Source: an optimization exercise on an open RTL-to-GDS flow (aim: small area). Production flows keep margins and buffers that such runs may drop.
The RTL was checked by simulation tests, not by an equivalence proof against the original design.
Power figures rest on the tool's default switching activity, not on a simulated workload.

**flow/design.v**
```verilog
`default_nettype none
package frameGenPkg;
  localparam int BYTE_W   = 8;
  localparam int STAMP_W  = 24;   
  localparam int FRAMES_W = 8;    
  localparam int PCNT_W   = 13;   
  localparam int TS_W     = 6;    
  localparam int FIFO_AF_LEVEL = 240;   
  localparam logic [39:0] HIT_RECORD = {
    2'b00,      
    5'd4,       
    7'd28,      
    13'h1555,   
    13'h00E0    
  };
endpackage
`default_nettype wire
`timescale 1ns/1ps
`default_nettype none
import frameGenPkg::*;
module burstTimer (
  input  wire                 CLK,
  input  wire                 RST,
  input  wire                 nimIn,
  input  wire                 regTrigger,
  output logic                nimOut,
  output logic                startPulse,
  output logic [STAMP_W-1:0]  eventNumber,
  output logic [TS_W-1:0]     stamp
);
  logic              armed;
  logic [PCNT_W-1:0] periodCnt;
  logic [PCNT_W-1:0] periodInc;
  logic              tsValid;
  assign armed     = nimIn | regTrigger;
  assign periodInc = periodCnt + 1'b1;
  always_ff @(posedge CLK) begin
    if (RST) nimOut <= 1'b0;
    else     nimOut <= armed;
  end
  always_ff @(posedge CLK) begin
    if (RST || !armed || periodCnt[PCNT_W-1]) periodCnt <= '0;
    else                                      periodCnt <= periodInc;
  end
  logic evShift;
  logic evCarry;
  assign evShift = !periodCnt[PCNT_W-1] && (&periodCnt[11:5]) && (periodCnt[4] || periodCnt[3]);
  always_ff @(posedge CLK) begin
    if (RST || !armed)  eventNumber <= '0;
    else if (evShift)   eventNumber <= {eventNumber[0] ^ evCarry, eventNumber[STAMP_W-1:1]};
  end
  always_ff @(posedge CLK) begin
    if (evShift) evCarry <= evCarry & eventNumber[0];
    else         evCarry <= 1'b1;
  end
  assign startPulse = armed && periodCnt[PCNT_W-1];
  always_ff @(posedge CLK) begin
    if (RST || !armed)   tsValid <= 1'b0;
    else if (startPulse) tsValid <= 1'b1;
  end
  assign stamp = tsValid ? periodInc[PCNT_W-1:7] : '0;
endmodule
`default_nettype wire
`timescale 1ns/1ps
`default_nettype none
import frameGenPkg::*;
module frameBuilder (
  input  wire                 CLK,
  input  wire                 RST,
  input  wire                 startPulse,
  input  wire  [FRAMES_W-1:0] frameCount,
  input  wire                 almostFull,
  output logic                wrEn,         
  output logic                burstStart,   
  output logic                frameStart,   
  output logic                footerStart,  
  output logic                frameEnd,     
  output logic                lastFrame
);
  logic                busy;
  logic [FRAMES_W-1:0] framesLeft;
  assign lastFrame  = (framesLeft == FRAMES_W'(1));
  assign wrEn       = busy && !almostFull;   
  assign burstStart = !busy && !almostFull && startPulse && (frameCount != '0);
  logic [6:0] wpos;
  localparam logic [6:0] WP_FIRST  = 7'd0;
  localparam logic [6:0] WP_FOOTER = 7'd4;
  localparam logic [6:0] WP_LAST   = 7'd75;
  assign frameStart  = wrEn && wpos == WP_FIRST;
  assign footerStart = wrEn && wpos == WP_FOOTER;
  assign frameEnd    = wrEn && wpos == WP_LAST;
  always_ff @(posedge CLK) begin
    if (RST) begin
      busy <= 1'b0;
      wpos <= WP_FIRST;
    end else if (burstStart) begin
      busy <= 1'b1;
    end else if (wrEn) begin
      if (wpos == WP_LAST) begin
        wpos <= WP_FIRST;
        if (lastFrame) busy <= 1'b0;
      end else begin
        wpos <= {wpos[5:0], ~(wpos[6] ^ wpos[5])};
      end
    end
  end
  always_ff @(posedge CLK) begin
    if (burstStart)    framesLeft <= frameCount;
    else if (frameEnd) framesLeft <= framesLeft - 1'b1;
  end
endmodule
`default_nettype wire
`timescale 1ns/1ps
`default_nettype none
import frameGenPkg::*;
module txByteFifo (
  input  wire                CLK,
  input  wire                RST,
  input  wire                wrEn,
  input  wire                burstStart,
  input  wire                frameStart,
  input  wire                footerStart,
  input  wire  [STAMP_W-1:0] eventNumber,
  input  wire                lastFrame,
  input  wire  [TS_W-1:0]    stamp,
  input  wire                txFull,
  output logic               almostFull,
  output logic               txWr,
  output logic [BYTE_W-1:0]  txData
);
  logic [STAMP_W-1:0] evMem   [4];
  logic               lastMem [4];
  logic [TS_W-1:0]    tsMem   [4];
  logic [1:0] evWr, frWr, evRd, frRd;
  logic [7:0] count;
  logic       doRd;
  assign doRd       = !txFull && (count != '0);
  assign almostFull = (count[7:4] == 4'hF);   
  always_ff @(posedge CLK) begin
    if (burstStart)  evMem[evWr] <= eventNumber;
    if (footerStart) tsMem[frWr] <= stamp;
  end
  always_ff @(posedge CLK) begin
    for (int i = 0; i < 4; i++) begin
      if (RST && i == 3)                    lastMem[i] <= 1'b1;
      else if (frameStart && frWr == 2'(i)) lastMem[i] <= lastFrame;
    end
  end
  always_ff @(posedge CLK) begin
    if (RST) begin
      evWr  <= '0;
      frWr  <= '0;
      count <= '0;
    end else begin
      if (burstStart)  evWr <= evWr + 1'b1;
      if (footerStart) frWr <= frWr + 1'b1;
      case ({wrEn, doRd})
        2'b10:   count <= count + 1'b1;
        2'b01:   count <= count - 1'b1;
        default: count <= count;
      endcase
    end
  end
  logic               curLast;
  logic [STAMP_W-1:0] curEv;
  logic [TS_W-1:0]    curTs;
  assign curLast = lastMem[frRd];
  assign curEv   = evMem[evRd];
  assign curTs   = tsMem[frRd];
  logic [7:0] rpos;
  localparam logic [7:0] RP_FIRST = 8'd0;
  localparam logic [7:0] RP_LAST  = 8'd153;
  always_comb begin
    case (rpos)
      8'd0: txData = 8'hAA;
      8'd1: txData = 8'h80;
      8'd2: txData = 8'h00;
      8'd3: txData = {7'd0, curEv[23]};
      8'd4: txData = curEv[22:15];
      8'd5: txData = curEv[14:7];
      8'd6: txData = {curEv[6:0], curLast};
      8'd7: txData = 8'h00;
      8'd8: txData = 8'h00;
      8'd9: txData = 8'h10;
      8'd16: txData = 8'h08;
      8'd17: txData = 8'h72;
      8'd18: txData = 8'hAA;
      8'd19: txData = 8'hA0;
      8'd20: txData = 8'hE0;
      8'd21: txData = 8'h08;
      8'd22: txData = 8'h72;
      8'd23: txData = 8'hAA;
      8'd24: txData = 8'hA0;
      8'd25: txData = 8'hE0;
      8'd32: txData = 8'h08;
      8'd33: txData = 8'h72;
      8'd34: txData = 8'hAA;
      8'd35: txData = 8'hA0;
      8'd36: txData = 8'hE0;
      8'd37: txData = 8'h08;
      8'd38: txData = 8'h72;
      8'd39: txData = 8'hAA;
      8'd40: txData = 8'hA0;
      8'd41: txData = 8'hE0;
      8'd48: txData = 8'h08;
      8'd49: txData = 8'h72;
      8'd50: txData = 8'hAA;
      8'd51: txData = 8'hA0;
      8'd52: txData = 8'hE0;
      8'd53: txData = 8'h08;
      8'd54: txData = 8'h72;
      8'd55: txData = 8'hAA;
      8'd56: txData = 8'hA0;
      8'd57: txData = 8'hE0;
      8'd64: txData = 8'h08;
      8'd65: txData = 8'h72;
      8'd66: txData = 8'hAA;
      8'd67: txData = 8'hA0;
      8'd68: txData = 8'hE0;
      8'd69: txData = 8'h08;
      8'd70: txData = 8'h72;
      8'd71: txData = 8'hAA;
      8'd72: txData = 8'hA0;
      8'd73: txData = 8'hE0;
      8'd80: txData = 8'h08;
      8'd81: txData = 8'h72;
      8'd82: txData = 8'hAA;
      8'd83: txData = 8'hA0;
      8'd84: txData = 8'hE0;
      8'd85: txData = 8'h08;
      8'd86: txData = 8'h72;
      8'd87: txData = 8'hAA;
      8'd88: txData = 8'hA0;
      8'd89: txData = 8'hE0;
      8'd96: txData = 8'h08;
      8'd97: txData = 8'h72;
      8'd98: txData = 8'hAA;
      8'd99: txData = 8'hA0;
      8'd100: txData = 8'hE0;
      8'd101: txData = 8'h08;
      8'd102: txData = 8'h72;
      8'd103: txData = 8'hAA;
      8'd104: txData = 8'hA0;
      8'd105: txData = 8'hE0;
      8'd112: txData = 8'h08;
      8'd113: txData = 8'h72;
      8'd114: txData = 8'hAA;
      8'd115: txData = 8'hA0;
      8'd116: txData = 8'hE0;
      8'd117: txData = 8'h08;
      8'd118: txData = 8'h72;
      8'd119: txData = 8'hAA;
      8'd120: txData = 8'hA0;
      8'd121: txData = 8'hE0;
      8'd128: txData = 8'h08;
      8'd129: txData = 8'h72;
      8'd130: txData = 8'hAA;
      8'd131: txData = 8'hA0;
      8'd132: txData = 8'hE0;
      8'd133: txData = 8'h08;
      8'd134: txData = 8'h72;
      8'd135: txData = 8'hAA;
      8'd136: txData = 8'hA0;
      8'd137: txData = 8'hE0;
      8'd144: txData = 8'hEA;
      8'd145: txData = 8'h80;
      8'd146: txData = 8'h00;
      8'd147: txData = {curTs, 1'b0, curEv[23]};
      8'd148: txData = curEv[22:15];
      8'd149: txData = curEv[14:7];
      8'd150: txData = {curEv[6:0], curLast};
      8'd151: txData = 8'h00;
      8'd152: txData = 8'h00;
      8'd153: txData = 8'h10;
      default: txData = 8'h00;
    endcase
  end
  always_ff @(posedge CLK) begin
    if (RST) begin
      evRd <= 2'd3;
      frRd <= 2'd3;
      rpos <= RP_LAST;
    end else if (doRd) begin
      if (rpos == RP_LAST) begin
        rpos <= RP_FIRST;
        frRd <= frRd + 1'b1;
        if (curLast) evRd <= evRd + 1'b1;
      end else begin
        rpos <= (rpos[3:0] == 4'd9) ? {rpos[7:4] + 1'b1, 4'd0} : {rpos[7:4], rpos[3:0] + 1'b1};
      end
    end
  end
  always_ff @(posedge CLK) begin
    if (RST) txWr <= 1'b0;
    else     txWr <= doRd;
  end
endmodule
`default_nettype wire
`timescale 1ns/1ps
`default_nettype none
import frameGenPkg::*;
module frameSource (
  input  wire                 CLK,
  input  wire                 RST,
  input  wire                 nimIn,
  input  wire                 regTrigger,
  input  wire  [FRAMES_W-1:0] frameCount,
  input  wire                 txFull,
  output wire                 nimOut,
  output wire                 txWr,
  output wire  [BYTE_W-1:0]   txData
);
  wire               startPulse;
  wire [STAMP_W-1:0] eventNumber;
  wire [TS_W-1:0]    stamp;
  wire wrEn, burstStart, frameStart, footerStart, frameEnd, lastFrame;
  wire almostFull;
  burstTimer i_burstTimer (
    .CLK         (CLK),
    .RST         (RST),
    .nimIn       (nimIn),
    .regTrigger  (regTrigger),
    .nimOut      (nimOut),
    .startPulse  (startPulse),
    .eventNumber (eventNumber),
    .stamp       (stamp)
  );
  frameBuilder i_frameBuilder (
    .CLK         (CLK),
    .RST         (RST),
    .startPulse  (startPulse),
    .frameCount  (frameCount),
    .almostFull  (almostFull),
    .wrEn        (wrEn),
    .burstStart  (burstStart),
    .frameStart  (frameStart),
    .footerStart (footerStart),
    .frameEnd    (frameEnd),
    .lastFrame   (lastFrame)
  );
  txByteFifo i_txByteFifo (
    .CLK         (CLK),
    .RST         (RST),
    .wrEn        (wrEn),
    .burstStart  (burstStart),
    .frameStart  (frameStart),
    .footerStart (footerStart),
    .eventNumber (eventNumber),
    .lastFrame   (lastFrame),
    .stamp       (stamp),
    .txFull      (txFull),
    .almostFull  (almostFull),
    .txWr        (txWr),
    .txData      (txData)
  );
endmodule
`default_nettype wire
```
**flow/standard.sh**
```bash
#!/bin/bash
# synth_recipe.tcl (not shown) runs the flow's synth.tcl, then flattens the netlist and writes it again
# the make line also repeats each setting of config.mk as NAME=value (left out here)
make -C /OpenROAD-flow-scripts/flow DESIGN_CONFIG=/design/flow/config.mk WORK_HOME=/design/flow/orfs CLKGATE_MAP_FILE= SYNTH_SCRIPT=/design/flow/synth_recipe.tcl "${@:-finish}"
```
**flow/config.mk**
```make
export PLATFORM = sky130hd
export DESIGN_NAME = frameSource
export DESIGN_NICKNAME = frameSource
export VERILOG_FILES = /design/flow/design.v
export SDC_FILE = /design/flow/constraint.sdc
export NUM_CORES = 4
export LEC_CHECK = 0
export CAP_MARGIN = 20
export CORE_MARGIN = 2
export CORE_UTILIZATION = 70
export SLEW_MARGIN = 20
```
**flow/constraint.sdc**
```tcl
create_clock -name core_clock -period 5.0 [get_ports {CLK}]
set_input_delay 1.0000 -clock core_clock [delete_from_list [all_inputs] [get_ports {CLK}]]
set_output_delay 1.0000 -clock core_clock [all_outputs]
set_load 0.01 [all_outputs]
```
**flow/flow/run.sh**
```bash
#!/bin/bash
# Standard synthesis and layout (the standard.sh); only the clock tree
# options (no dummy loads, bigger sink clusters), the port buffer cell and
# the knobs in opts.sh differ from the standard flow's own flow.
set -euo pipefail
source flow/opts.sh
bash standard.sh synth > synth.log 2>&1
export CTS_ARGS="-sink_clustering_enable -repair_clock_nets -dont_use_dummy_load $CTS_OPTS"
export BUFFER_PORTS_ARGS="-buffer_cell sky130_fd_sc_hd__buf_1"
bash standard.sh > layout.log 2>&1
```
**flow/flow/opts.sh**
```bash
CTS_OPTS="-buf_list sky130_fd_sc_hd__clkbuf_8 -sink_clustering_size 20 -sink_clustering_max_diameter 60"
```
==> results of run 1 <==
[flip-flops by register name, indices dropped and copies added (netlist names), 2 cells and up, named ones only]
register and count:
i_frameBuilder.framesLeft 8, i_txByteFifo.evWr 2, i_txByteFifo.evRd 2, i_txByteFifo.count 8, i_txByteFifo.tsMem 24, i_txByteFifo.frWr 2
i_txByteFifo.lastMem 4, i_burstTimer.eventNumber 24, i_frameBuilder.wpos 7, i_txByteFifo.rpos 8, i_burstTimer.periodCnt 13, i_txByteFifo.evMem 96
i_txByteFifo.frRd 2
[synth_stat cells, drive strengths merged (14+ instances only)]
| cell type | number |
|---|---|
| edfxtp | 131 |
| dfxtp | 78 |
| nand2 | 62 |
| nor2 | 55 |
| nand3 | 45 |
| o21ai | 43 |
| mux4 | 30 |
| ha | 28 |
| inv | 23 |
| clkbuf | 21 |
| a21oi | 20 |
| xnor2 | 18 |
| nor2b | 14 |
[report_power, final]
part / internal (mW) / switching, mW / total [mW]
Clock: 0.272 / 0.471 / 0.743
Sequential: 1.81 / 0.00183 / 1.81
Combinational: 0.00635 / 0.0216 / 0.0279
[worst paths after layout]
kind / slack [ps] / cells after the start / end
worst min-delay path: 500 / 2 / i_frameBuilder.wpos[5]
worst min register to register: 500 / 2 / i_frameBuilder.wpos[5]
worst max register to register: 1790 / 9 / i_txByteFifo.count[7]
worst max-delay path: 930 / 8 / txData[5]
[area by class of cell]
type	instances	area, sq um	share of cell area (%)
repair buffers	32	157.7	1.666
flip-flops and latches	209	5495	58.08
inverters	23	86.33	0.9125
clock buffers	15	206.4	2.182
multi-input cells	449	3301	34.89
well taps	172	215.2	2.275
[metrics by stage]
stage               total power [mW]  hold WS, ps  utilization, %  cells
finish                         2.583        499.0           74.98    900
global route                   2.658        512.2           74.98    900
CTS                            2.604        496.4           74.98    900
detailed placement             1.879        479.8           73.34    885
global placement               1.878        444.7           73.34    885
floorplan                      1.868        430.2               -    715
[metal layers]
| metal | vias up | global-route usage [%] | wire [um] |
|---|---|---|---|
| met5 | - | 0 | 0 |
| met4 | 0 | 4.744 | 267 |
| met3 | 28 | 3.198 | 1039 |
| met2 | 195 | 42.69 | 8272 |
| met1 | 2701 | 35.17 | 7260 |
| li1 | 2654 | - | - |
[worst max-delay path: cells and delay by family, from the launching register on]
| kind | cells | cell delay (ps) |
|---|---|---|
| AOI/OAI and AO/OA | 4 | 1120 |
| and+or+nand+nor | 1 | 560 |
| buffers and inverters | 2 | 270 |
| DFF | 1 | 400 |
| adders and majority gates | 1 | 230 |
[logic make-up after synthesis]
kind of cell	after synthesis	synth area share (%)
buffers and inverters	57	2.622
adder cells (fa/ha/maj)	29	4.106
multiplexers	46	9.322
flip-flops	209	60.92
AO/OA/AOI/OAI	109	7.574
XOR/XNOR	29	2.816
AND/OR/NAND/NOR	236	12.64
==> results.json, run 1 <==
{
  "status": "complete, no violations",
  "cts_buffers": 15,
  "clockBufferDepth": 3,
  "antenna_found_initial": 0,
  "rsz0062_at_grt": "false",
  "r2r-start": "i_txByteFifo.count[4]",
  "initial_core_util_pct": 71.48,
  "p_per_area_nw_per_um2": 273.0,
  "grt_remaining_overflow": 0,
  "pin_count": 23,
  "track_usage_pct": 24.94,
  "grt_pass1_wl_um": 27720,
  "yosys.area.top_type": "edfxtp_1",
  "nets": 772,
  "crit_chain": "inv_1, ha_1, a2111oi_0, o21ai_0, a21oi_1, o32ai_1, or4_1, buf_1",
  "core_area_sq_um": 12620,
  "finalSetupViolations": 0,
  "wirelength_um": 16840,
  "cp_slowest_cell": "a2111oi_0",
  "min_from": "i_frameBuilder.wpos[4]",
  "cts_tree": "built",
  "viasPerCell": 6.198,
  "synth-edff-count": 131,
  "drive_gt1_share_pct": 8.791,
  "drt_pre_antenna_iters": 5,
  "critPathMaxFanout": 5,
  "cts.repair.resized": 0,
  "crit_arrival_ps": 3070,
  "clk-insertion-delay-late_ps": 490,
  "synth_top_cell_area_share_pct": 43.61,
  "row_count": 41,
  "die_w_um": 117.5,
  "netlist_area_sq_um": 9020,
  "cts_num_sinks": 209,
  "crit_path_start_kind": "register",
  "cts_hold_buf": 0,
  "leakagePower_nw": 3.315,
  "chipHeight_um": 117.5,
  "fin_area_sq_um": 9462,
  "routedWlPerCell_um": 18.71,
  "maxSlewViolCount": 0,
  "io_buffers": 22,
  "relSlewSlack_pct": 26.71,
  "finalSetupTns_ps": 0,
  "postCtsSetupBuffers": 0,
  "synth_nets": 757,
  "dp_slack_ps": 1461,
  "hold_viol_final": 0,
  "htree_levels": 1,
  "async_flop_share_pct": 0,
  "hold_class": "reg2reg",
  "skew_ps": 33.42,
  "end_kind": "output port",
  "die-area_sq_um": 13810,
  "gp_congestion": 0.9146,
  "ys.flop_type": "edfxtp_1",
  "drc": 0,
  "final.fill_count": 871,
  "placed_area_sq_um": 9255,
  "setup.worst_path.class": "reg2out",
  "timing.critical_path.from": "i_txByteFifo.rpos[4]",
  "place_hpwl_um": 11340,
  "ant_nets": 0,
  "drv_cap": 0,
  "root_buffer": "clkbuf_8",
  "path_clk_slew_ps": 110,
  "num_antenna_cells": 0,
  "syn_inst": 715,
  "synth_warnings": 4,
  "synth_seq_cells": 209,
  "cp.required_ps": 4000,
  "layout_common_cells": "131 x edfxtp_1, 78 x dfxtp_1, 62 x nand2_1",
  "grt_max_degree": 51,
  "drt_iter0_markers": 534,
  "vias": 5578,
  "area_growth_pct": 4.897,
  "synth_area_leaders": "edfxtp_1 44%, dfxtp_1 17%, mux4_2 7.5%",
  "worst_pin_slew_ps": 1097,
  "fin_crit_ps": 4068,
  "peakVddDrop_v": 0.0003027,
  "grt_pass1_vias": 5597,
  "fmax_ghz": 0.2458,
  "final_common_cell": "edfxtp_1",
  "fin_ws_ps": 931.8,
  "synth_area_per_cell_sq_um": 12.62,
  "cp_slowest_stage_delay_ps": 590,
  "synth.distinct_cells": 58,
  "ys_seq_area_share_pct": 60.92,
  "period_share_pct": 81.36
}
==> inputs of run 2 (changes only) <==
==> flow/flow/opts.sh (replaced) <==
CTS_OPTS="-buf_list sky130_fd_sc_hd__clkbuf_16 -sink_clustering_size 30 -sink_clustering_max_diameter 80"
--- a/flow/config.mk
+++ b/flow/config.mk
@@ -6,6 +6,6 @@
 export NUM_CORES = 4
 export LEC_CHECK = 0
-export CAP_MARGIN = 20
+export CAP_MARGIN = 0
 export CORE_MARGIN = 2
 export CORE_UTILIZATION = 70
-export SLEW_MARGIN = 20
+export SLEW_MARGIN = 0
==> run 2 against run 1 <==
  * Via count up 0.18%
  * Cell area rose by 0.73%
  * Highest routed layer unchanged
  * Hold slack worse by 3.1 ps
  * Clock-buffer cell count shrank 4
  * Still clean on timing, DRC and antenna
  * Worst setup slack improved by 77 ps
  * Register-to-register slack barely moved
  * First-iteration DRC count rose by 4.3%
  * Routed wire length grew 0.44%
  * Cell count is 0.44% lower
  * Total power is 5.2% higher
  * Critical endpoint unchanged
  * Core utilization grew 0.55 points
  * Synthesized area is the same
==> results.json, run 2 <==
{
  "status": "complete, no violations",
  "synth_commonest_cells": "131 x edfxtp_1, 78 x dfxtp_1, 62 x nand2_1",
  "finalSetupViolations": 0,
  "synth_top_cell_area_share_pct": 43.61,
  "pin_count": 23,
  "final_common_cell": "edfxtp_1",
  "drc": 0,
  "fin_crit_ps": 3991,
  "core_area_sq_um": 12620,
  "antenna_found_initial": 0,
  "ys_seq_area_share_pct": 60.92,
  "peakVddDrop_v": 0.0003685,
  "gp_congestion": 0.9146,
  "end_kind": "output port",
  "die-area_sq_um": 13810,
  "reg_top3": "i_txByteFifo.evMem x96, i_burstTimer.eventNumber x24, i_txByteFifo.tsMem x24",
  "whs_path_depth": 1,
  "synth_area_per_cell_sq_um": 12.62,
  "cts_num_sinks": 209,
  "fin_total_pwr_mw": 2.719,
  "io_buffers": 22,
  "largest_reg_flops": 96,
  "drt_pre_antenna_iters": 5,
  "timing.critical_path.from": "i_txByteFifo.rpos[4]",
  "drv_cap": 0,
  "maxSlewViolCount": 0,
  "cts_buffers": 11,
  "root_buffer": "clkbuf_16",
  "crit_arrival_ps": 2990,
  "netlist_area_sq_um": 9020,
  "synth_nets": 757,
  "rsz0062_at_grt": "false",
  "grt_pass1_vias": 5537,
  "hold_viol_final": 0,
  "period_share_pct": 79.82,
  "fmax_ghz": 0.2506,
  "setup.worst_path.class": "reg2out",
  "path_clk_slew_ps": 90,
  "async_flop_share_pct": 0,
  "clockBufferDepth": 3,
  "cts_tree": "built",
  "cts.repair.resized": 0,
  "synth_seq_cells": 209,
  "synth.distinct_cells": 58,
  "hold_class": "reg2reg",
  "num_antenna_cells": 0,
  "r2r_cells": 9,
  "crit_path_start_kind": "register",
  "ant_nets": 0,
  "clk-insertion-delay-late_ps": 460,
  "skew_ps": 37.99,
  "r2r_end": "i_txByteFifo.count[7]",
  "finalSetupTns_ps": 0,
  "layout_common_cells": "131 x edfxtp_1, 78 x dfxtp_1, 62 x nand2_1",
  "yosys.area.top_type": "edfxtp_1",
  "grt_remaining_overflow": 0,
  "drt_iter0_markers": 557,
  "grt_pass1_wl_um": 27950,
  "leakagePower_nw": 3.343,
  "synth-edff-count": 131,
  "drive_gt1_share_pct": 8.287,
  "whs_endpoint": "i_burstTimer.periodCnt[0]",
  "syn_inst": 715,
  "r2r-start": "i_txByteFifo.count[4]",
  "chipHeight_um": 117.5,
  "postCtsSetupBuffers": 0,
  "relSlewSlack_pct": 22.25,
  "vias": 5588,
  "synth_warnings": 4,
  "area_growth_pct": 5.660,
  "synth.most_common_cell": "edfxtp_1",
  "viasPerCell": 6.237,
  "final.fill_count": 853,
  "wirelength_um": 16910,
  "initial_core_util_pct": 71.48,
  "p_per_area_nw_per_um2": 285.3,
  "ys.flop_type": "edfxtp_1",
  "routedWlPerCell_um": 18.88,
  "critPathMaxFanout": 5,
  "min_from": "i_burstTimer.periodCnt[0]",
  "htree_levels": 1,
  "cp.required_ps": 4000,
  "nets": 768,
  "synth_area_leaders": "edfxtp_1 44%, dfxtp_1 17%, mux4_2 7.5%",
  "worst_pin_slew_ps": 1154,
  "rrSetupSlack_ps": 1780,
  "track_usage_pct": 25.27,
  "grt_max_degree": 51,
  "die_w_um": 117.5,
  "top_register": "i_txByteFifo.evMem",
  "row_count": 41,
  "cts_hold_buf": 0,
  "place_hpwl_um": 11340
}
run 2: per-stage QoR:
stage               cells  cell area [sq um]  utilization, %  hold WS, ps  setup WS, ps
finish                896               9530           75.52        495.9          1009
CTS                   896               9530           75.52        496.6          1005
global placement      885               9255           73.34        444.7          1589
floorplan             715               9020               -        430.2          1897
detailed placement    885               9255           73.34        479.8          1461
global route          896               9530           75.52        515.6         796.6
run 2: worst max-delay path by stage:
stage,to,cells after the start
after global placement,i_txByteFifo.count[7],9
after floorplan,i_txByteFifo.count[7],8
final,txData[5],8
after CTS,txData[5],8
after detailed placement,i_txByteFifo.count[7],9
after global routing,txData[5],8
run 2: report_power, final:
| group | switching [mW] | internal (mW) | total (mW) | leakage (nW) |
|---|---|---|---|---|
| clock network | 0.482 | 0.397 | 0.879 | 0.136 |
| logic | 0.0213 | 0.00636 | 0.0277 | 1.31 |
| registers | 0.00183 | 1.81 | 1.81 | 1.89 |
run 2: final cells by class:
cell class | instances | area (sq um) | area share (%)
inverters | 23 | 86.33 | 0.9059
repair buffers | 32 | 157.7 | 1.654
clock buffers | 11 | 275.3 | 2.888
flip-flops and latches | 209 | 5495 | 57.66
multi-input cells | 449 | 3301 | 34.63
well taps | 172 | 215.2 | 2.258
run 2: worst max-delay path, cell delays in order (launching register included):
cell and delay [ps]:
dfxtp_1 390, inv_1 120, ha_1 240, a2111oi_0 560
o21ai_0 230, a21oi_1 190, o32ai_1 100, or4_1 560
buf_1 150
run 2: logic make-up after synthesis:
family	Yosys count	synth area share, %
adders and majority gates	29	4.106
xor gates and xnor gates	29	2.816
buffers and inverters	57	2.622
muxes	46	9.322
AOI/OAI and AO/OA	109	7.574
and+or+nand+nor	236	12.64
DFF	209	60.92
run 2: per-layer routing:
metal / GRT usage, % / wire length, um / up-vias
li1: - / - / 2646
met1: 35.88 / 7103 / 2727
met2: 42.91 / 8406 / 197
met3: 3.537 / 1154 / 18
met4: 4.443 / 248 / 0
met5: 0 / 0 / -
==> inputs of run 3 (changes only) <==
==> flow/flow/run.sh (replaced) <==
#!/bin/bash
# The standard synthesis; then the combinational logic is mapped again
# for area (ABC &deepsyn from a few seeds, the smallest result is kept;
# registers, their names and cell types are kept as blackboxes); then
# the standard layout with the clock tree options (no dummy loads,
# bigger sink clusters) and port buffer cell below.
set -euo pipefail
source flow/opts.sh
bash standard.sh synth > synth.log 2>&1

R=orfs/results/$FLOW_PLATFORM/frameSource/base
LIB=$FLOW_HOME/platforms/sky130hd/lib/sky130_fd_sc_hd__tt_025C_1v80.lib
cp $R/1_2_yosys.v std_netlist.v
SEQ=$(grep -oE '^\s*sky130_fd_sc_hd__(df|edf|sdf|dl|conb)\w*' std_netlist.v | sort -u | tr -d ' ' | tr '\n' ' ')
DU=$(sed 's/^/-dont_use /' flow/dont_use.txt | tr '\n' ' ')
for S in $RESYN_SEEDS; do
  sed "s/@SEED@/$S/; s/@TIME@/$RESYN_TIME/" flow/area.abc > area_$S.abc
  cat > resyn_$S.ys <<EOT
read_liberty -ignore_miss_func $LIB
read_verilog std_netlist.v
hierarchy -top $FLOW_TOP
blackbox $SEQ
flatten
opt -purge
techmap
opt -purge
abc -script area_$S.abc -liberty $LIB $DU
setundef -zero
splitnets
opt_clean -purge
hilomap -singleton -hicell sky130_fd_sc_hd__conb_1 HI -locell sky130_fd_sc_hd__conb_1 LO
insbuf -buf sky130_fd_sc_hd__buf_4 A X
opt_clean -purge
tee -o resyn_$S.stat stat -liberty $LIB
write_verilog -noexpr -noattr -nohex -nodec resyn_$S.v
EOT
  yosys -s resyn_$S.ys > resyn_$S.log 2>&1 &
done
wait
BEST=$(for S in $RESYN_SEEDS; do echo "$(grep 'Chip area' resyn_$S.stat | awk '{print $NF}') $S"; done | sort -g | head -1 | awk '{print $2}')
echo "resyn areas: $(grep -h 'Chip area' resyn_*.stat | awk '{print $NF}' | tr '\n' ' '); kept seed $BEST" > resyn_choice.log
cp resyn_$BEST.v $R/1_2_yosys.v
touch $R/1_2_yosys.v

export CTS_ARGS="-sink_clustering_enable -repair_clock_nets -dont_use_dummy_load $CTS_OPTS"
export BUFFER_PORTS_ARGS="-buffer_cell sky130_fd_sc_hd__buf_1"
bash standard.sh > layout.log 2>&1
==> flow/flow/area.abc (new file) <==
&get -n
&st
&deepsyn -S @SEED@ -T @TIME@
&dch -f
&nf -R 1000
&put
==> flow/flow/dont_use.txt (new file) <==
sky130_fd_sc_hd__probe_p_8
sky130_fd_sc_hd__probec_p_8
sky130_fd_sc_hd__lpflow_bleeder_1
sky130_fd_sc_hd__lpflow_clkbufkapwr_1
sky130_fd_sc_hd__lpflow_clkbufkapwr_16
sky130_fd_sc_hd__lpflow_clkbufkapwr_2
sky130_fd_sc_hd__lpflow_clkbufkapwr_4
sky130_fd_sc_hd__lpflow_clkbufkapwr_8
sky130_fd_sc_hd__lpflow_clkinvkapwr_1
sky130_fd_sc_hd__lpflow_clkinvkapwr_16
sky130_fd_sc_hd__lpflow_clkinvkapwr_2
sky130_fd_sc_hd__lpflow_clkinvkapwr_4
sky130_fd_sc_hd__lpflow_clkinvkapwr_8
sky130_fd_sc_hd__lpflow_decapkapwr_12
sky130_fd_sc_hd__lpflow_decapkapwr_3
sky130_fd_sc_hd__lpflow_decapkapwr_4
sky130_fd_sc_hd__lpflow_decapkapwr_6
sky130_fd_sc_hd__lpflow_decapkapwr_8
sky130_fd_sc_hd__lpflow_inputiso0n_1
sky130_fd_sc_hd__lpflow_inputiso0p_1
sky130_fd_sc_hd__lpflow_inputiso1n_1
sky130_fd_sc_hd__lpflow_inputiso1p_1
sky130_fd_sc_hd__lpflow_inputisolatch_1
sky130_fd_sc_hd__lpflow_isobufsrc_1
sky130_fd_sc_hd__lpflow_isobufsrc_16
sky130_fd_sc_hd__lpflow_isobufsrc_2
sky130_fd_sc_hd__lpflow_isobufsrc_4
sky130_fd_sc_hd__lpflow_isobufsrc_8
sky130_fd_sc_hd__lpflow_isobufsrckapwr_16
sky130_fd_sc_hd__lpflow_lsbuf_lh_hl_isowell_tap_1
sky130_fd_sc_hd__lpflow_lsbuf_lh_hl_isowell_tap_2
sky130_fd_sc_hd__lpflow_lsbuf_lh_hl_isowell_tap_4
sky130_fd_sc_hd__lpflow_lsbuf_lh_isowell_4
sky130_fd_sc_hd__lpflow_lsbuf_lh_isowell_tap_1
sky130_fd_sc_hd__lpflow_lsbuf_lh_isowell_tap_2
sky130_fd_sc_hd__lpflow_lsbuf_lh_isowell_tap_4
sky130_fd_sc_hd__fill_1
sky130_fd_sc_hd__fill_2
sky130_fd_sc_hd__fill_4
sky130_fd_sc_hd__fill_8
==> flow/flow/opts.sh (replaced) <==
CTS_OPTS="-buf_list sky130_fd_sc_hd__clkbuf_8 -sink_clustering_size 20 -sink_clustering_max_diameter 60"
RESYN_SEEDS="0 1 2 3"
RESYN_TIME=60
--- a/flow/config.mk
+++ b/flow/config.mk
@@ -6,6 +6,6 @@
 export NUM_CORES = 4
 export LEC_CHECK = 0
-export CAP_MARGIN = 0
+export CAP_MARGIN = 20
 export CORE_MARGIN = 2
 export CORE_UTILIZATION = 70
-export SLEW_MARGIN = 0
+export SLEW_MARGIN = 20
==> run 3 against run 2 <==
  * Synthesized area fell by 13%
  * Global-route usage rose by 2.6 points
  * Combinational power rose to 33 times the previous value
  * Die area fell by 13%
  * Maximum frequency fell by 12%
  * First-iteration DRC count fell by 15%
  * Still clean on timing, DRC and antenna
  * Worst setup slack got worse by 520 ps
  * Clock skew rose by 33 ps
  * Critical endpoint is now txData[2]
  * Total power rose by 35%
  * Critical path type unchanged
  * Sequential cell count did not move
==> results.json, run 3 <==
{
  "place_hpwl_um": 10480,
  "nets": 662,
  "vias": 5174,
  "root_buffer": "clkbuf_8",
  "ant_nets": 0,
  "chipHeight_um": 109.7,
  "whs_path_depth": 2,
  "core_area_sq_um": 10890,
  "critPathMaxFanout": 6,
  "rsz0062_at_grt": "false",
  "status": "complete, no violations",
  "fin_total_pwr_mw": 3.665,
  "hold_class": "reg2reg",
  "dpl.cell_count": 772,
  "cp.required_ps": 4000,
  "largest_reg_flops": 96,
  "antenna_found_initial": 1,
  "fin_area_sq_um": 8379,
  "drt_iter0_markers": 475,
  "num_antenna_cells": 0,
  "hold_viol_final": 0,
  "skew_ps": 70.52,
  "die-area_sq_um": 12040,
  "fin_util_pct": 76.96,
  "track_usage_pct": 27.85,
  "synth_nets": 613,
  "grt_pass1_vias": 4931,
  "drive_gt1_share_pct": 4.482,
  "placed_area_sq_um": 8173,
  "area_growth_pct": 7.084,
  "grt_remaining_overflow": 0,
  "rrSetupSlack_ps": 2160,
  "cts_hold_buf": 0,
  "cts_buffers": 15,
  "peakVddDrop_v": 0.0003227,
  "relSlewSlack_pct": 36.14,
  "viasPerCell": 6.574,
  "drv_cap": 0,
  "reg_top3": "i_txByteFifo.evMem x96, i_burstTimer.eventNumber x24, i_txByteFifo.tsMem x24",
  "pin_count": 23,
  "top_register": "i_txByteFifo.evMem",
  "syn_inst": 600,
  "die_w_um": 109.7,
  "crit_arrival_ps": 3520,
  "path_clk_slew_ps": 120,
  "cts.repair.resized": 0,
  "clk-insertion-delay-late_ps": 510,
  "finalSetupTns_ps": 0,
  "synth_warnings": 4,
  "layout_common_cells": "131 x edfxtp_1, 78 x dfxtp_1, 63 x nor2_1",
  "final.fill_count": 706,
  "final_common_cell": "edfxtp_1",
  "end_kind": "output port",
  "leakagePower_nw": 2.961,
  "r2r-start": "i_txByteFifo.rpos[3]",
  "setup.worst_path.class": "reg2out",
  "min_from": "i_burstTimer.evCarry",
  "netlist_area_sq_um": 7825,
  "row_count": 38,
  "crit_path_start_kind": "register",
  "clockBufferDepth": 3,
  "initial_core_util_pct": 71.87,
  "synth_area_per_cell_sq_um": 13.04,
  "whs_endpoint": "i_burstTimer.eventNumber[23]",
  "worst_pin_slew_ps": 957.9,
  "grt_pass1_wl_um": 25300,
  "grt_max_degree": 34,
  "finalSetupViolations": 0,
  "cts_num_sinks": 209,
  "gp_congestion": 0.9071,
  "drt_pre_antenna_iters": 6,
  "fin_crit_ps": 4516,
  "r2r_cells": 9,
  "io_buffers": 22,
  "drc": 0,
  "fmax_ghz": 0.2214,
  "postCtsSetupBuffers": 0,
  "cts_tree": "built",
  "routedWlPerCell_um": 20.39,
  "period_share_pct": 90.31,
  "p_per_area_nw_per_um2": 437.4,
  "final_cells": 787,
  "wirelength_um": 16050,
  "maxSlewViolCount": 0,
  "htree_levels": 1
}
## run 3: stage by stage
stage | hold slack (ps) | worst slack [ps]
final | 452.8 | 484.3
after global routing | 500.3 | 190.7
after CTS | 451.2 | 572.6
after detailed placement | 459.0 | 1125
after global placement | 441.0 | 1241
after floorplan | 426.9 | 959.3
## run 3: per-layer routing
metal  wire (um)  global-route usage, %
met3        1208                  4.090
met1        6959                  40.58
met5          10                      0
met4         354                  7.595
met2        7512                  44.49
## run 3: worst max path at each step
stage                               startpoint                        to  slack [ps]  cells past startpoint
after global routing      i_txByteFifo.rpos[5]                 txData[3]         190                     10
final                     i_txByteFifo.rpos[5]                 txData[2]         480                     10
after CTS                 i_txByteFifo.rpos[5]                 txData[3]         570                     10
after floorplan                          nimIn  i_txByteFifo.evMem[2][0]         960                      4
after detailed placement  i_txByteFifo.rpos[5]                 txData[3]        1130                     10
after global placement    i_txByteFifo.rpos[5]                 txData[3]        1240                     10
## run 3: layout make-up
cell class / instances / area [sq um] / share of cell area, %
Tap cell: 140 / 175.2 / 2.090
Clock buffer: 15 / 206.4 / 2.464
Multi-Input combinational cell: 384 / 2318 / 27.67
Inverter: 7 / 26.28 / 0.3136
Timing Repair Buffer: 32 / 157.7 / 1.881
Sequential cell: 209 / 5495 / 65.58
## run 3: worst max-delay path: stages (launching register included)
cell and delay [ps]:
dfxtp_1 380, nor3_1 250, xnor2_1 180, nor3_1 500, nand2_1 130, nor2_1 180, nand2_1 120, nor3b_1 730
a22oi_1 160, nand3_1 200, buf_1 180
## run 3: where the power goes
group	internal [mW]	switching [mW]
logic	0.330	0.592
clock network	0.272	0.476
registers	1.89	0.105
total	2.49	1.17
==> inputs of run 4 (changes only) <==
==> flow/flow/opts.sh (replaced) <==
CTS_OPTS="-buf_list sky130_fd_sc_hd__clkbuf_8 -sink_clustering_size 16 -sink_clustering_max_diameter 50"
RESYN_SEEDS="0 1 2 3"
RESYN_TIME=60
==> run 4 against run 3 <==
  * Sequential cell count unchanged
  * Synthesized area unchanged
  * Via count down 0.60%
  * Hold slack better by 16 ps
  * Routed wire length down 0.67%
  * Global-route usage about the same
  * Sequential power about the same
  * Cell count up 0.38%
  * Largest cell class unchanged
  * Highest routed layer is now met4
==> results.json, run 4 <==
{
  "ant_nets": 0,
  "crit_arrival_ps": 3450,
  "row_count": 38,
  "cts_num_sinks": 209,
  "rsz0062_at_grt": "false",
  "p_seq_share_pct": 53.6,
  "synth_warnings": 4,
  "synth_area_per_cell_sq_um": 13.04,
  "cts.repair.resized": 0,
  "crit_cells": 10,
  "relSlewSlack_pct": 35.78,
  "syn_inst": 600,
  "top_register": "i_txByteFifo.evMem",
  "clk-insertion-delay-late_ps": 500,
  "drt_iter0_markers": 463,
  "setup.worst_path.class": "reg2out",
  "hold_viol_final": 0,
  "viasPerCell": 6.510,
  "layout_common_cells": "131 x edfxtp_1, 78 x dfxtp_1, 63 x nor2_1",
  "crit_end": "txData[3]",
  "p_sw_mw": 1.177,
  "grt_max_degree": 34,
  "final_common_cell": "edfxtp_1",
  "cts_hold_buf": 0,
  "reg_top3": "i_txByteFifo.evMem x96, i_burstTimer.eventNumber x24, i_txByteFifo.tsMem x24",
  "initial_core_util_pct": 71.87,
  "postCtsSetupBuffers": 0,
  "root_buffer": "clkbuf_8",
  "routedWlPerCell_um": 20.17,
  "status": "complete, no violations",
  "vias": 5143,
  "gp_congestion": 0.9071,
  "clkPwrFrac_pct": 21.5,
  "clockBufferDepth": 3,
  "p_int_mw": 2.544,
  "netlist_area_sq_um": 7825,
  "cp_num_buf_inv": 1,
  "r2r_end": "i_txByteFifo.evRd[1]",
  "crit_path_start_kind": "register",
  "place_hpwl_um": 10480,
  "cp_slowest_stage_delay_ps": 650,
  "switching_share_pct": 31.64,
  "final.fill_count": 700,
  "drc": 0,
  "path_clk_slew_ps": 90,
  "io_buffers": 22,
  "antenna_found_initial": 0,
  "num_antenna_cells": 0,
  "drv_cap": 0,
  "cpLargestDelayFamily": "simple AND/OR/NAND/NOR gates",
  "skew_ps": 61.45,
  "grt_remaining_overflow": 0,
  "maxSlewViolCount": 0,
  "area_growth_pct": 7.611,
  "die-area_sq_um": 12040,
  "die_w_um": 109.7,
  "cp.required_ps": 4000,
  "leakagePower_nw": 2.983,
  "r2r-start": "i_txByteFifo.rpos[3]",
  "rrSetupSlack_ps": 2240,
  "p_per_area_nw_per_um2": 441.9,
  "drt_pre_antenna_iters": 5,
  "pin_count": 23,
  "cts_buffers": 18,
  "share_comb_of_total_power_pct": 24.9,
  "worst_pin_slew_ps": 963.3,
  "chipHeight_um": 109.7,
  "nets": 665,
  "fin_crit_ps": 4448,
  "largest_reg_flops": 96,
  "track_usage_pct": 27.86,
  "hold_ws_ps": 468.3,
  "peakVddDrop_v": 0.0003813,
  "finalSetupViolations": 0,
  "crit_chain": "nor3_1, xnor2_1, nor3_1, nand2_1, nor2_1, nand2_1, nor3b_1, a222oi_1, nand3_1, buf_1",
  "period_share_pct": 88.96,
  "fmax_ghz": 0.2248,
  "htree_levels": 1,
  "core_area_sq_um": 10890,
  "cts_tree": "built",
  "r2r_cells": 9,
  "cp_slowest_cell": "nor3b_1",
  "end_kind": "output port",
  "hold_class": "reg2reg",
  "grt_pass1_wl_um": 25270,
  "grt_pass1_vias": 4923,
  "finalSetupTns_ps": 0,
  "wirelength_um": 15940,
  "timing.critical_path.from": "i_txByteFifo.rpos[5]",
  "synth_nets": 613,
  "critPathMaxFanout": 6,
  "drive_gt1_share_pct": 4.923
}
==> run 4: power by group through the flow <==
| stage | logic (mW) | clock network, mW | registers [mW] |
|---|---|---|---|
| after floorplan | 0.616 | 0 | 2.00 |
| after global placement | 0.879 | 0 | 2.03 |
| after detailed placement | 0.902 | 0 | 2.03 |
| after CTS | 0.910 | 0.811 | 1.99 |
| after global routing | 1.00 | 0.864 | 2.01 |
| final | 0.925 | 0.801 | 2.00 |
==> run 4: layer usage <==
metal,GRT usage [%],part of all wire (%),wire (um),up-vias
li1,-,-,-,2443
met4,7.414,2.0,316,0
met2,44.36,48,7576,201
met3,4.861,7.2,1153,22
met1,40.30,43,6890,2477
met5,0,0,0,-
==> run 4: how the worst min path moves through the flow <==
| stage | from | endpoint | slack (ps) | cells after the start |
|---|---|---|---|---|
| after detailed placement | i_burstTimer.evCarry | i_burstTimer.evCarry | 460 | 2 |
| after global placement | i_burstTimer.periodCnt[0] | i_burstTimer.periodCnt[0] | 440 | 1 |
| after global routing | i_burstTimer.periodCnt[0] | i_burstTimer.periodCnt[0] | 490 | 1 |
| after CTS | i_burstTimer.periodCnt[0] | i_burstTimer.periodCnt[0] | 470 | 1 |
| after floorplan | i_txByteFifo.lastMem[3] | i_txByteFifo.lastMem[3] | 430 | 2 |
| final | i_burstTimer.periodCnt[0] | i_burstTimer.periodCnt[0] | 470 | 1 |
==> run 4: layout make-up <==
type,instances,area [sq um],share of cell area (%)
inverter,7,26.28,0.3120
tap,140,175.2,2.080
clock buffer,18,247.7,2.942
multi-input combinational,384,2318,27.53
timing repair buffer,32,157.7,1.872
sequential,209,5495,65.26
==> run 4: worst register-to-register path, delay by kind of cell (launching register included) <==
family,cells,cell delay (ps)
flip-flops,1,380
AO/OA/AOI/OAI,2,280
buffers and inverters,1,140
AND/OR/NAND/NOR,6,1850
==> run 4: stage by stage <==
step	cell area [sq um]	std cells	setup WS (ps)	util, %	power [mW]
2_1_floorplan	7825	600	959.3	-	2.621
3_3_place_gp	8173	772	1241	75.06	2.905
3_5_place_dp	8173	772	1125	75.06	2.934
5_1_grt	8421	790	251.3	77.34	3.879
4_1_cts	8421	790	603.0	77.34	3.715
6_report	8421	790	552.0	77.34	3.721
==> inputs of run 5 (changes only) <==
==> flow/flow/opts.sh (replaced) <==
CTS_OPTS="-buf_list sky130_fd_sc_hd__clkbuf_16 -sink_clustering_size 30 -sink_clustering_max_diameter 70"
RESYN_SEEDS="0 1 2 3"
RESYN_TIME=60
==> run 5 against run 4 <==
  * Critical path depth stayed put
  * Combinational power hardly changed
  * Cell count is 0.63% lower
  * Clock-buffer cell count is 6 lower
  * Total power is 3.0% higher
  * Routed wire length is 2.3% higher
  * Clock skew is 4.8 ps lower
  * Non-clock buffer count stayed put
  * Core utilization is 0.51 points higher
  * Synthesized area stayed put
  * Critical path type unchanged
  * Highest routed layer unchanged
==> results.json, run 5 <==
{
  "worst_pin_slew_ps": 967.8,
  "drv_cap": 0,
  "crit_chain": "nor3_1, xnor2_1, nor3_1, nand2_1, nor2_1, nand2_1, nor3b_1, a222oi_1, nand3_1, buf_1",
  "crit_path_start_kind": "register",
  "synth_warnings": 4,
  "period_share_pct": 88.09,
  "layout_common_cells": "131 x edfxtp_1, 78 x dfxtp_1, 63 x nor2_1",
  "peakVddDrop_v": 0.0003898,
  "final_cells": 785,
  "leakagePower_nw": 3.001,
  "fmax_ghz": 0.2270,
  "synth_area_per_cell_sq_um": 13.04,
  "maxSlewViolCount": 0,
  "skew_ps": 56.66,
  "fin_total_pwr_mw": 3.835,
  "drt_pre_antenna_iters": 5,
  "antenna_found_initial": 1,
  "drive_gt1_share_pct": 4.037,
  "final_common_cell": "edfxtp_1",
  "fin_crit_ps": 4405,
  "vias": 5232,
  "cp_num_buf_inv": 1,
  "htree_levels": 1,
  "wirelength_um": 16310,
  "ant_nets": 0,
  "place_hpwl_um": 10480,
  "finalSetupTns_ps": 0,
  "netlist_area_sq_um": 7825,
  "nets": 659,
  "relSlewSlack_pct": 35.48,
  "clockBufferDepth": 3,
  "row_count": 38,
  "drc": 0,
  "hold_viol_final": 0,
  "routedWlPerCell_um": 20.77,
  "setup.worst_path.class": "reg2out",
  "cts_tree": "built",
  "cts_num_sinks": 209,
  "die-area_sq_um": 12040,
  "critPathMaxFanout": 6,
  "cts.repair.resized": 0,
  "cp_slowest_cell": "nor3b_1",
  "crit_arrival_ps": 3400,
  "top_register": "i_txByteFifo.evMem",
  "initial_core_util_pct": 71.87,
  "grt_max_degree": 34,
  "postCtsSetupBuffers": 0,
  "root_buffer": "clkbuf_16",
  "viasPerCell": 6.665,
  "syn_inst": 600,
  "io_buffers": 22,
  "cts_hold_buf": 0,
  "track_usage_pct": 28.05,
  "area_growth_pct": 8.315,
  "clk-insertion-delay-late_ps": 460,
  "grt_pass1_wl_um": 25440,
  "cp_slowest_stage_delay_ps": 650,
  "grt_remaining_overflow": 0,
  "cts_buffers": 12,
  "grt_pass1_vias": 4937,
  "synth_nets": 613,
  "die_w_um": 109.7,
  "p_per_area_nw_per_um2": 452.4,
  "dpl.cell_count": 772,
  "hold_ws_ps": 473.0,
  "rrSetupSlack_ps": 2200,
  "end_kind": "output port",
  "hold_class": "reg2reg",
  "cpLargestDelayFamily": "simple AND/OR/NAND/NOR gates",
  "core_area_sq_um": 10890,
  "pin_count": 23,
  "final.fill_count": 685,
  "cp.required_ps": 4000,
  "finalSetupViolations": 0,
  "rsz0062_at_grt": "false",
  "largest_reg_flops": 96,
  "drt_iter0_markers": 540,
  "chipHeight_um": 109.7,
  "gp_congestion": 0.9071,
  "path_clk_slew_ps": 110,
  "reg_top3": "i_txByteFifo.evMem x96, i_burstTimer.eventNumber x24, i_txByteFifo.tsMem x24",
  "status": "complete, no violations"
}
run 5: cell type report:
cell class | instances | area (sq um) | share of cell area [%]
multi-input cells | 384 | 2318 | 27.35
flip-flops and latches | 209 | 5495 | 64.84
diodes | 1 | 2.502 | 0.02952
inverters | 7 | 26.28 | 0.3100
repair buffers | 32 | 157.7 | 1.860
well taps | 140 | 175.2 | 2.067
clock buffers | 12 | 300.3 | 3.543
run 5: power by group:
part | total (mW) | internal, mW | switching (mW)
registers | 1.99 | 1.89 | 0.105
clock network | 0.914 | 0.430 | 0.483
logic | 0.926 | 0.330 | 0.596
run 5: layer usage:
layer	vias up	share of wire [%]	wire length, um	GRT usage (%)
li1	2426	-	-	-
met1	2535	42	6811	40.69
met2	244	48	7776	45.24
met3	27	8.7	1412	3.912
met4	0	1.9	306	7.505
met5	-	0	0	0
run 5: stage by stage:
stage	setup slack, ps	utilization, %	area (sq um)
floorplan	959.3	-	7825
global placement	1241	75.06	8173
detailed placement	1125	75.06	8173
CTS	613.2	77.82	8473
global route	217.3	77.82	8473
finish	595.3	77.84	8476
run 5: path summary, 6_finish.rpt:
path                                                start                         to  depth (start not counted)
worst max-delay path                 i_txByteFifo.rpos[5]                  txData[3]                         10
worst min-delay path            i_burstTimer.periodCnt[0]  i_burstTimer.periodCnt[0]                          1
worst max register to register       i_txByteFifo.rpos[3]       i_txByteFifo.evRd[1]                          9
worst min register to register  i_burstTimer.periodCnt[0]  i_burstTimer.periodCnt[0]                          1
==> inputs of run 6 (changes only) <==
==> flow/flow/run.sh (replaced) <==
#!/bin/bash
# The standard synthesis, then the combinational logic is mapped again
# with an area-oriented ABC script (registers, their names and cell types
# are kept as blackboxes), then the standard layout with the clock tree
# options (no dummy loads, bigger sink clusters) and port buffer cell below.
set -euo pipefail
source flow/opts.sh
bash standard.sh synth > synth.log 2>&1

R=orfs/results/$FLOW_PLATFORM/frameSource/base
LIB=$FLOW_HOME/platforms/sky130hd/lib/sky130_fd_sc_hd__tt_025C_1v80.lib
cp $R/1_2_yosys.v std_netlist.v
SEQ=$(grep -oE '^\s*sky130_fd_sc_hd__(df|edf|sdf|dl|conb)\w*' std_netlist.v | sort -u | tr -d ' ' | tr '\n' ' ')
DU=$(sed 's/^/-dont_use /' flow/dont_use.txt | tr '\n' ' ')
cat > resyn.ys <<EOT
read_liberty -ignore_miss_func $LIB
read_verilog std_netlist.v
hierarchy -top $FLOW_TOP
blackbox $SEQ
flatten
opt -purge
techmap
opt -purge
abc -script flow/area.abc -liberty $LIB $DU
setundef -zero
splitnets
opt_clean -purge
hilomap -singleton -hicell sky130_fd_sc_hd__conb_1 HI -locell sky130_fd_sc_hd__conb_1 LO
insbuf -buf sky130_fd_sc_hd__buf_4 A X
opt_clean -purge
stat -liberty $LIB
write_verilog -noexpr -noattr -nohex -nodec resyn_netlist.v
EOT
yosys -s resyn.ys > resyn.log 2>&1
cp resyn_netlist.v $R/1_2_yosys.v
touch $R/1_2_yosys.v

export CTS_ARGS="-sink_clustering_enable -repair_clock_nets -dont_use_dummy_load $CTS_OPTS"
export BUFFER_PORTS_ARGS="-buffer_cell sky130_fd_sc_hd__buf_1"
bash standard.sh > layout.log 2>&1
==> flow/flow/area.abc (replaced) <==
&get -n
&st
&syn3
&dch -f
&nf -R 1000
&st
&syn3
&dch -f
&nf -R 1000
&st
&dch -f
&nf -R 1000
&put
==> flow/flow/opts.sh (replaced) <==
CTS_OPTS="-buf_list sky130_fd_sc_hd__clkbuf_8 -sink_clustering_size 20 -sink_clustering_max_diameter 60"
==> run 6 against run 5 <==
  * Still clean on timing, DRC and antenna
  * Synthesized cell count rose by 4.7%
  * Sequential share of layout area fell by 2.3 points
  * Sequential cell count did not move
  * Combinational power fell by 14%
  * Die area rose by 4.9%
  * Clock power fell by 19%
  * Non-clock buffer count did not move
  * Critical path type unchanged
==> results.json, run 6 <==
{
  "cp.required_ps": 4000,
  "path_clk_slew_ps": 110,
  "gp_congestion": 0.9120,
  "hold_ws_ps": 472.2,
  "end_kind": "output port",
  "netlist_area_sq_um": 8222,
  "cts_num_sinks": 209,
  "drv_cap": 0,
  "postCtsSetupBuffers": 0,
  "die_w_um": 112.4,
  "crit_arrival_ps": 2870,
  "whs_endpoint": "i_burstTimer.evCarry",
  "finalSetupViolations": 0,
  "cts_hold_buf": 0,
  "dp_slack_ps": 1642,
  "nets": 690,
  "peakVddDrop_v": 0.0003414,
  "grt_pass1_vias": 4967,
  "synth_nets": 641,
  "initial_core_util_pct": 72.00,
  "skew_ps": 52.08,
  "row_count": 39,
  "top_register": "i_txByteFifo.evMem",
  "fin_crit_ps": 3873,
  "htree_levels": 1,
  "leakagePower_nw": 2.895,
  "period_share_pct": 77.45,
  "pin_count": 23,
  "place_hpwl_um": 10390,
  "layout_common_cells": "131 x edfxtp_1, 91 x nand2_1, 77 x dfxtp_1",
  "viasPerCell": 6.416,
  "p_per_area_nw_per_um2": 409.7,
  "maxSlewViolCount": 0,
  "root_buffer": "clkbuf_8",
  "die-area_sq_um": 12630,
  "wirelength_um": 15420,
  "r2r_cells": 8,
  "core_area_sq_um": 11420,
  "drt_iter0_markers": 569,
  "synth_warnings": 4,
  "drive_gt1_share_pct": 8.593,
  "io_buffers": 22,
  "min_from": "i_burstTimer.evCarry",
  "area_growth_pct": 6.848,
  "clk-insertion-delay-late_ps": 500,
  "largest_reg_flops": 96,
  "hold_viol_final": 0,
  "setup.worst_path.class": "reg2out",
  "vias": 5248,
  "chipHeight_um": 112.4,
  "cts_tree": "built",
  "reg_top3": "i_txByteFifo.evMem x96, i_burstTimer.eventNumber x24, i_txByteFifo.tsMem x24",
  "routedWlPerCell_um": 18.85,
  "r2r_end": "i_txByteFifo.evMem[0][17]",
  "grt_max_degree": 37,
  "fin_total_pwr_mw": 3.599,
  "status": "complete, no violations",
  "critPathMaxFanout": 25,
  "ant_nets": 0,
  "grt_pass1_wl_um": 25280,
  "hold_class": "reg2reg",
  "synth_area_per_cell_sq_um": 13.09,
  "rrSetupSlack_ps": 2430,
  "final_common_cell": "edfxtp_1",
  "r2r-start": "i_txByteFifo.count[5]",
  "num_antenna_cells": 0,
  "cts_buffers": 15,
  "fmax_ghz": 0.2582,
  "track_usage_pct": 25.24,
  "whs_path_depth": 2,
  "finalSetupTns_ps": 0,
  "cts.repair.resized": 0,
  "antenna_found_initial": 0,
  "relSlewSlack_pct": 35.83,
  "drc": 0,
  "fin_ws_ps": 1127,
  "drt_pre_antenna_iters": 5,
  "crit_path_start_kind": "register",
  "syn_inst": 628,
  "worst_pin_slew_ps": 962.6,
  "grt_remaining_overflow": 0,
  "rsz0062_at_grt": "false",
  "clockBufferDepth": 3
}
==> run 6: per-layer routing <==
| metal | share of wire [%] | vias to the layer above | track usage (%) | wire (um) |
|---|---|---|---|---|
| met5 | 0 | - | 0 | 0 |
| met4 | 2.3 | 0 | 6.341 | 350 |
| met3 | 6.4 | 32 | 3.078 | 990 |
| met2 | 48 | 179 | 40.48 | 7368 |
| met1 | 44 | 2578 | 37.98 | 6714 |
| li1 | - | 2459 | - | - |
==> run 6: critical path, stage by stage, from the launching register on <==
cell and delay (ps):
dfxtp_2 950, mux4_2 590, mux2_1 310, a221oi_1 300, nand3_1 110, buf_1 140
==> run 6: worst max path at each step <==
stage / end / startpoint / slack, ps
after floorplan: i_txByteFifo.evMem[1][0] / nimIn / 730
after global placement: txData[4] / register / 1630
after detailed placement: txData[4] / register / 1640
after CTS: txData[4] / register / 1110
after global routing: txData[4] / register / 990
final: txData[4] / register / 1130
==> run 6: layout make-up <==
type	count	area, sq um
sequential	209	5497
multi-input combinational	412	2719
fill	713	2634
clock buffer	15	206.4
tap	143	178.9
timing repair buffer	32	157.7
inverter	7	26.28
==> run 6: through the flow <==
| stage | area (sq um) | util, % | std cells |
|---|---|---|---|
| after floorplan | 8227 | - | 628 |
| after global placement | 8578 | 75.13 | 803 |
| after detailed placement | 8578 | 75.13 | 803 |
| after CTS | 8785 | 76.93 | 818 |
| after global routing | 8785 | 76.93 | 818 |
| final | 8785 | 76.93 | 818 |
==> run 6: power breakdown <==
| group | switching, mW | total [mW] | internal [mW] |
|---|---|---|---|
| combinational | 0.403 | 0.793 | 0.391 |
| sequential | 0.172 | 2.06 | 1.89 |
| clock | 0.470 | 0.742 | 0.272 |
| total | 1.04 | 3.60 | 2.55 |

==> what the ideal ports hide <==
The flow's constraints put no driver on any port. The routed layouts listed below were extracted and timed again, unchanged, in two steps.
Step 1 (the two cells are an assumption about what drives the block):
set clk [get_ports {CLK}]
set_driving_cell -lib_cell sky130_fd_sc_hd__clkbuf_16 $clk
set_driving_cell -lib_cell sky130_fd_sc_hd__buf_2 [delete_from_list [all_inputs] $clk]
Step 2 times the ports against the registers' clock, not the clock port: input delays grow and output delays shrink by t, the midpoint of the rising clock arrivals with the driver on.
Slacks: no drivers / after step 1 / after step 2; pairs: no drivers / after step 1.
run	shift t [ns]	slack for setup (ns)	pins driven straight from the clock port
run 1	0.506	0.932 / 0.894 / 1.401	1
run 2	0.481	1.009 / 0.968 / 1.449	1
run 3	0.510	0.484 / 0.445 / 0.956	1
run 4	0.510	0.552 / 0.514 / 1.024	1
run 5	0.471	0.595 / 0.554 / 1.025	1
run 6	0.509	1.127 / 1.093 / 1.602	1
After both steps setup and hold are still met in every run listed.
